Source: an optimization exercise on an open RTL-to-GDS flow (aim: small area). Production flows keep margins and buffers that such runs may drop. The RTL was checked by simulation tests, not by an equivalence proof against the original design. Power is estimated from default activity; no workload was simulated.

== 08-17 ==
==> flow/design.v <==
package wishbone_pkg;
  typedef enum logic {
    IDLE = 1'b0,
    BUSY = 1'b1
  } mst_state_e;
  localparam logic [1:0] SLV0_SEL   = 2'b10;
  localparam logic [1:0] SLV1_SEL   = 2'b11;
  localparam int         SLV_DEPTH  = 16;
  localparam int         DEF_DATA_W = 64;
  localparam int         DEF_ADR_W  = 8;
endpackage
module wb_slave_regfile
#(
  parameter int DATA_W = wishbone_pkg::DEF_DATA_W,
  parameter int DEPTH  = 3
) (
  input  logic              clk,
  input  logic              wr,
  input  logic              wrn,
  input  logic [DATA_W-1:0] wdat,
  output logic [DATA_W-1:0] tap
);
  logic [DEPTH-1:0][DATA_W-1:0] slot_q;
  always_ff @(posedge clk) begin
    slot_q[0] <= ({DATA_W{wr}} & wdat) | ({DATA_W{wrn}} & slot_q[DEPTH-1]);
    for (int i = 1; i < DEPTH; i++) slot_q[i] <= slot_q[i-1];
  end
  assign tap = slot_q[0];
endmodule
module wb_onehot_mux
#(
  parameter int DATA_W = wishbone_pkg::DEF_DATA_W,
  parameter int N      = 3
) (
  input  logic [N-1:0]             sel,
  input  logic [N*DATA_W-1:0]      d,
  output logic [DATA_W-1:0]        y
);
  always_comb begin
    y = '0;
    for (int i = 0; i < N; i++) y = y | ({DATA_W{sel[i]}} & d[i * DATA_W +: DATA_W]);
  end
endmodule
module wb_aoi222 (
  input  logic [2:0] a,
  input  logic [2:0] b,
  output logic       y
);
  assign y = ~|(a & b);
endmodule
module wb_or_join (
  input  logic [3:0] n,
  input  logic       a,
  input  logic       b,
  output logic       y
);
  assign y = ~&n | (a & b);
endmodule
module wb_onehot_mux13
#(
  parameter int DATA_W = wishbone_pkg::DEF_DATA_W
) (
  input  logic [12:0]          sel,
  input  logic [13*DATA_W-1:0] d,
  output logic [DATA_W-1:0]    y
);
  for (genvar i = 0; i < DATA_W; i++) begin : g_bit
    logic [12:0] di;
    logic [3:0]  n;
    for (genvar j = 0; j < 13; j++) begin : g_d
      assign di[j] = d[j * DATA_W + i];
    end
    for (genvar g = 0; g < 4; g++) begin : g_grp
      wb_aoi222 u_aoi (
        .a (sel[3 * g +: 3]),
        .b (di[3 * g +: 3]),
        .y (n[g])
      );
    end
    wb_or_join u_join (
      .n (n),
      .a (sel[12]),
      .b (di[12]),
      .y (y[i])
    );
  end
endmodule
module wb_locate
#(
  parameter int NB = 11
) (
  input  logic [4:0]    a,
  output logic [NB-1:0] bank,
  output logic [1:0]    k
);
  logic lo;    
  assign lo = ~&a[1:0];
  for (genvar j = 0; j < 8; j++) begin : g_lo
    assign bank[j] = lo & (a[4:2] == 3'(j));
  end
  assign bank[8]  = ~lo & (a[4:2] <= 3'd2);
  assign bank[9]  = ~lo & (a[4:2] >= 3'd3) & (a[4:2] <= 3'd5);
  assign bank[10] = ~lo & (a[4:2] >= 3'd6);
  always_comb begin
    if (lo) k = a[1:0];
    else begin
      case (a[4:2])
        3'd0, 3'd3, 3'd6: k = 2'd0;
        3'd1, 3'd4, 3'd7: k = 2'd1;
        default:          k = 2'd2;
      endcase
    end
  end
endmodule
module wb_where (
  input  logic [1:0] k,
  input  logic       two,
  input  logic [1:0] ph3,
  input  logic       ph2,
  output logic       at0,
  output logic       atl
);
  logic [1:0] s3;
  always_comb begin
    case ({k, ph3})
      4'b00_00, 4'b01_10, 4'b10_01: s3 = 2'd0;
      4'b00_01, 4'b01_00, 4'b10_10: s3 = 2'd1;
      default:                      s3 = 2'd2;
    endcase
    if (two) begin
      at0  = (k[0] == ph2);
      atl  = (k[0] != ph2);
    end else begin
      at0  = (s3 == 2'd0);
      atl  = (s3 == 2'd2);
    end
  end
endmodule
module wishbone_intercon
#(
  parameter int DATA_W = wishbone_pkg::DEF_DATA_W,
  parameter int ADR_W  = wishbone_pkg::DEF_ADR_W
) (
  input  logic              CLK_I,
  input  logic              RST_I,
  input  logic [DATA_W-1:0] DATA_INPUT,
  input  logic [ADR_W-1:0]  ADR_INPUT,
  input  logic              WE_INPUT,
  input  logic              SMP,
  output logic [DATA_W-1:0] DATA_OUTPUT
);
  localparam int NW  = 2 * wishbone_pkg::SLV_DEPTH;   
  localparam int NB3 = NW / 3;                         
  localparam int NB  = NB3 + 1;                        
  logic              b1_q, b2_q;
  logic              we_q, map_q;
  logic [4:0]        wa_q;             
  logic              pend_q;           
  logic [1:0]        ph3_q;            
  logic              ph2_q;            
  logic [NB-1:0]     wr;               
  logic [NB-1:0]     wrn;              
  logic [1:0]        clr_q;            
  logic [DATA_W-1:0] x_q;              
  logic [DATA_W-1:0] dout_q;
  logic              accept;
  logic [4:0]        ia;
  logic              pend_d;
  logic [1:0]        ph3_d;
  logic              ph2_d;
  assign accept = ~b1_q & ~b2_q & (WE_INPUT | SMP);
  assign ia     = {ADR_INPUT[6], ADR_INPUT[3:0]};
  assign pend_d = (accept & WE_INPUT & ADR_INPUT[7]) | (pend_q & ~|wr);
  assign ph3_d  = (ph3_q == 2'd2) ? 2'd0 : ph3_q + 2'd1;
  assign ph2_d  = ~ph2_q;
  logic [NB-1:0] bank_i, bank_a;
  logic [1:0]    k_i, k_a;
  wb_locate #(.NB(NB)) u_loc_i (.a (ia),   .bank (bank_i), .k (k_i));
  wb_locate #(.NB(NB)) u_loc_a (.a (wa_q), .bank (bank_a), .k (k_a));
  logic at0_a, at0_i, atl_a, atl_i;
  wb_where u_where_i (.k (k_i), .two (bank_i[NB3]), .ph3 (ph3_q), .ph2 (ph2_q),
                      .at0 (at0_i), .atl (atl_i));
  wb_where u_where_a (.k (k_a), .two (bank_a[NB3]), .ph3 (ph3_q), .ph2 (ph2_q),
                      .at0 (at0_a), .atl (atl_a));
  logic acc_rd, busy_rd;
  assign acc_rd  = accept & ~WE_INPUT & ADR_INPUT[7];
  assign busy_rd = (b1_q | b2_q) & ~we_q & map_q;
  logic first_n;
  assign first_n = (clr_q != 2'd3);
  assign wrn = ~wr & {NB{clr_q == 2'd0}};
  logic [NB-1:0]             tsel;
  logic [NB*DATA_W-1:0]      tap;
  for (genvar b = 0; b < NB; b++) begin : g_bank
    localparam int N = (b < NB3) ? 3 : 2;
    assign tsel[b] = (acc_rd & first_n & at0_i & bank_i[b]) | (busy_rd & at0_a & bank_a[b]);
    assign wr[b]   = pend_q & atl_a & bank_a[b];
    wb_slave_regfile #(.DATA_W(DATA_W), .DEPTH(N)) u_bank (
      .clk  (CLK_I),
      .wr   (wr[b]),
      .wrn  (wrn[b]),
      .wdat (x_q),
      .tap  (tap[b * DATA_W +: DATA_W])
    );
  end
  logic x_in, x_cap, x_keep;
  assign x_in   = accept & WE_INPUT;
  assign x_cap  = (accept & ~WE_INPUT & at0_i) | (b1_q & ~we_q & at0_a) |
                  (b2_q & ~we_q & (~map_q | at0_a));
  assign x_keep = ~x_in & ~x_cap;
  logic [DATA_W-1:0] x_d, dout_d;
  wb_onehot_mux13 #(.DATA_W(DATA_W)) u_xmux (
    .sel ({x_keep, x_in, tsel}),
    .d   ({x_q, DATA_INPUT, tap}),
    .y   (x_d)
  );
  logic o_ld, o_keep;
  assign o_ld   = b2_q & ~we_q;
  assign o_keep = ~o_ld;
  wb_onehot_mux #(.DATA_W(DATA_W), .N(2)) u_omux (
    .sel ({o_ld, o_keep}),
    .d   ({x_d, dout_q}),
    .y   (dout_d)
  );
  always_ff @(posedge CLK_I) begin
    x_q <= x_d;
    if (accept) begin
      we_q  <= WE_INPUT;
      map_q <= ADR_INPUT[7];
      wa_q  <= ia;
    end
  end
  always_ff @(posedge CLK_I or posedge RST_I) begin
    if (RST_I) begin
      b1_q   <= 1'b0;
      b2_q   <= 1'b0;
      pend_q <= 1'b0;
      ph3_q  <= '0;
      ph2_q  <= 1'b0;
      clr_q  <= 2'd3;
      dout_q <= '0;
    end else begin
      b1_q   <= accept;
      b2_q   <= b1_q;
      ph3_q  <= ph3_d;
      ph2_q  <= ph2_d;
      pend_q <= pend_d;
      clr_q  <= clr_q - {1'b0, clr_q != 2'd0};
      dout_q <= dout_d;
    end
  end
  assign DATA_OUTPUT = dout_q;
endmodule
export LEC_CHECK = 0
export CAP_MARGIN = 20
export CORE_MARGIN = 2
export CORE_UTILIZATION = 62
export CTS_BUF_LIST = sky130_fd_sc_hd__clkbuf_8
export CTS_CLUSTER_DIAMETER = 50
export CTS_CLUSTER_SIZE = 20
export PLACE_DENSITY = 0.75
export SLEW_MARGIN = 20
export SYNTH_HIERARCHICAL = 1
export SYNTH_MINIMUM_KEEP_SIZE = 0
create_clock -name core_clock -period 5.0 [get_ports {CLK_I}]
standard.sh (not shown) runs the stock make flow with config.mk's settings and CLKGATE_MAP_FILE= SYNTH_SCRIPT=/design/flow/synth_recipe.tcl, a recipe that flattens the netlist after the stock synthesis.
==> flow/flow/run.sh <==
#!/bin/bash
# Standard ORFS layout (the standard.sh, unchanged synthesis) with two
# changes passed to ORFS's own scripts through their environment variables:
#  - CTS: clkbuf_8 clock buffers, clusters of up to 20 sinks, no dummy loads;
#  - port buffers: buf_1 instead of the default buffer cell.
# make's full output goes to flow_make.log; each ORFS step keeps its own log
# under orfs/logs/.
set -euo pipefail
export CTS_ARGS="-sink_clustering_enable -repair_clock_nets -buf_list sky130_fd_sc_hd__clkbuf_8 -sink_clustering_size 20 -sink_clustering_max_diameter 50 -dont_use_dummy_load"
export BUFFER_PORTS_ARGS="-buffer_cell sky130_fd_sc_hd__buf_1"
bash standard.sh > flow_make.log 2>&1
The inputs of 04-23 differ from those of 08-17 as listed below.
==> flow/design.v, changed modules only <==
module wb_locate
#(
  parameter int NB = 11
) (
  input  logic [4:0]    a,
  output logic [NB-1:0] bank,
  output logic [1:0]    k
);
  always_comb begin
    bank = '0;
    if (a[1:0] != 2'd3) begin
      bank[a[4:2]] = 1'b1;
      k            = a[1:0];
    end else begin
      case (a[4:2])
        3'd0, 3'd1, 3'd2: bank[8]  = 1'b1;
        3'd3, 3'd4, 3'd5: bank[9]  = 1'b1;
        default:          bank[10] = 1'b1;
      endcase
      case (a[4:2])
        3'd0, 3'd3, 3'd6: k = 2'd0;
        3'd1, 3'd4, 3'd7: k = 2'd1;
        default:          k = 2'd2;
      endcase
    end
  end
endmodule
module wb_where (
  input  logic [1:0] k,
  input  logic       two,
  input  logic [1:0] ph3,
  input  logic       ph2,
  output logic       at0,
  output logic       atl
);
  logic [2:0] t;
  logic [1:0] s3;
  always_comb begin
    t  = {1'b0, k} + {1'b0, ph3};
    s3 = (t >= 3'd3) ? 2'(t - 3'd3) : t[1:0];
    if (two) begin
      at0  = (k[0] == ph2);
      atl  = (k[0] != ph2);
    end else begin
      at0  = (s3 == 2'd0);
      atl  = (s3 == 2'd2);
    end
  end
endmodule
module wishbone_intercon
#(
  parameter int DATA_W = wishbone_pkg::DEF_DATA_W,
  parameter int ADR_W  = wishbone_pkg::DEF_ADR_W
) (
  input  logic              CLK_I,
  input  logic              RST_I,
  input  logic [DATA_W-1:0] DATA_INPUT,
  input  logic [ADR_W-1:0]  ADR_INPUT,
  input  logic              WE_INPUT,
  input  logic              SMP,
  output logic [DATA_W-1:0] DATA_OUTPUT
);
  localparam int NW  = 2 * wishbone_pkg::SLV_DEPTH;   
  localparam int NB3 = NW / 3;                         
  localparam int NB  = NB3 + 1;                        
  logic              b1_q, b2_q;
  logic              we_q, map_q;
  logic [4:0]        wa_q;             
  logic              pend_q;           
  logic [1:0]        ph3_q;            
  logic              ph2_q;            
  logic [NB-1:0]     wr;               
  logic [NB-1:0]     wrn;              
  logic [1:0]        clr_q;            
  logic [DATA_W-1:0] x_q;              
  logic [DATA_W-1:0] dout_q;
  logic              accept;
  logic [4:0]        ia, wa_d;
  logic              pend_d;
  logic [1:0]        ph3_d;
  logic              ph2_d;
  assign accept = ~b1_q & ~b2_q & (WE_INPUT | SMP);
  assign ia     = {ADR_INPUT[6], ADR_INPUT[3:0]};
  assign wa_d   = accept ? ia : wa_q;
  assign pend_d = (accept & WE_INPUT & ADR_INPUT[7]) | (pend_q & ~|wr);
  assign ph3_d  = (ph3_q == 2'd2) ? 2'd0 : ph3_q + 2'd1;
  assign ph2_d  = ~ph2_q;
  logic [NB-1:0] bank_i, bank_a;
  logic [1:0]    k_i, k_a;
  wb_locate #(.NB(NB)) u_loc_i (.a (ia),   .bank (bank_i), .k (k_i));
  wb_locate #(.NB(NB)) u_loc_a (.a (wa_q), .bank (bank_a), .k (k_a));
  logic at0_a, at0_i, atl_a, atl_i;
  wb_where u_where_i (.k (k_i), .two (bank_i[NB3]), .ph3 (ph3_q), .ph2 (ph2_q),
                      .at0 (at0_i), .atl (atl_i));
  wb_where u_where_a (.k (k_a), .two (bank_a[NB3]), .ph3 (ph3_q), .ph2 (ph2_q),
                      .at0 (at0_a), .atl (atl_a));
  logic acc_rd, busy_rd;
  assign acc_rd  = accept & ~WE_INPUT & ADR_INPUT[7];
  assign busy_rd = (b1_q | b2_q) & ~we_q & map_q;
  logic first_n;
  assign first_n = (clr_q != 2'd3);
  assign wrn = ~wr & {NB{clr_q == 2'd0}};
  logic [NB-1:0]             tsel;
  logic [NB*DATA_W-1:0]      tap;
  for (genvar b = 0; b < NB; b++) begin : g_bank
    localparam int N = (b < NB3) ? 3 : 2;
    assign tsel[b] = (acc_rd & first_n & at0_i & bank_i[b]) | (busy_rd & at0_a & bank_a[b]);
    assign wr[b]   = pend_q & atl_a & bank_a[b];
    wb_slave_regfile #(.DATA_W(DATA_W), .DEPTH(N)) u_bank (
      .clk  (CLK_I),
      .wr   (wr[b]),
      .wrn  (wrn[b]),
      .wdat (x_q),
      .tap  (tap[b * DATA_W +: DATA_W])
    );
  end
  logic x_in, x_cap, x_keep;
  assign x_in   = accept & WE_INPUT;
  assign x_cap  = (accept & ~WE_INPUT & at0_i) | (b1_q & ~we_q & at0_a) |
                  (b2_q & ~we_q & (~map_q | at0_a));
  assign x_keep = ~x_in & ~x_cap;
  logic [DATA_W-1:0] x_d, dout_d;
  wb_onehot_mux13 #(.DATA_W(DATA_W)) u_xmux (
    .sel ({x_keep, x_in, tsel}),
    .d   ({x_q, DATA_INPUT, tap}),
    .y   (x_d)
  );
  logic o_ld_q, o_keep;
  assign o_keep = ~o_ld_q;
  wb_onehot_mux #(.DATA_W(DATA_W), .N(2)) u_omux (
    .sel ({o_ld_q, o_keep}),
    .d   ({x_d, dout_q}),
    .y   (dout_d)
  );
  always_ff @(posedge CLK_I) begin
    x_q <= x_d;
  end
  always_ff @(posedge CLK_I or posedge RST_I) begin
    if (RST_I) begin
      b1_q   <= 1'b0;
      b2_q   <= 1'b0;
      we_q   <= 1'b0;
      map_q  <= 1'b0;
      wa_q   <= '0;
      pend_q <= 1'b0;
      ph3_q  <= '0;
      ph2_q  <= 1'b0;
      clr_q  <= 2'd3;
      o_ld_q   <= 1'b0;
      dout_q <= '0;
    end else begin
      b1_q   <= accept;
      b2_q   <= b1_q;
      ph3_q  <= ph3_d;
      ph2_q  <= ph2_d;
      pend_q <= pend_d;
      wa_q   <= wa_d;
      clr_q  <= clr_q - {1'b0, clr_q != 2'd0};
      o_ld_q   <= b1_q & ~we_q;
      if (accept) begin
        we_q  <= WE_INPUT;
        map_q <= ADR_INPUT[7];
      end
      dout_q <= dout_d;
    end
  end
  assign DATA_OUTPUT = dout_q;
endmodule
==> run summary <==
From 08-17 to 04-23 the numbers moved as follows: switching power share of the total increased by 2.9 points relative to the old numbers, measured slew at the worst slew-check pin moved down, core outline area now sits at about the same level, clock network fraction of total power fell by 1.8 points, sequential cell count of the final layout has remained practically unchanged.
As far as routed wire length is concerned, 04-23 and 08-17 perform about the same.
The kind of path behind the tightest hold check comes out input port to asynchronous set/reset pin in one run and flip-flop to flip-flop in the other, namely in 08-17 and 04-23 respectively.
Core occupancy in the finished layout: 04-23 higher than 08-17
Relative to 08-17, final area has gone up in 04-23.

## re-timing with driven ports
How much do the figures lean on ideal ports? The routed layouts below were timed once more, with nothing changed but the port constraints.
Step 1: set_driving_cell puts a clkbuf_16 on CLK_I and a buf_2 on each other input, an assumption about the parent block.
Step 2 adds t to the input delays and takes it off the output delays; t is the mean of the earliest and latest rising clock arrival at the registers after step 1. Input paths then give back, and output paths get back, about the clock's delay inside the block.
Slacks: ideal ports / drivers / drivers and shift; pairs: ideal ports / drivers.
| run | shift t [ns] | slack for setup (ns) | worst setup path after step 2 | clock arrival spread, ns | worst slew at a driven data input, ns |
|---|---|---|---|---|---|
| 08-17 | 0.862 | 0.643 / 0.643 / 0.327 | input to register | 0.145 / 0.145 | 0.08 |
| 04-23 | 0.880 | 0.168 / 0.168 / -0.601 | input to register | 0.086 / 0.086 | 0.09 |
Met with ideal ports but missed after step 2: setup timing in 04-23. For 04-23, which loses most, drivers alone change the setup slack by 0.000 ns; drivers and shift together by -0.769 ns.
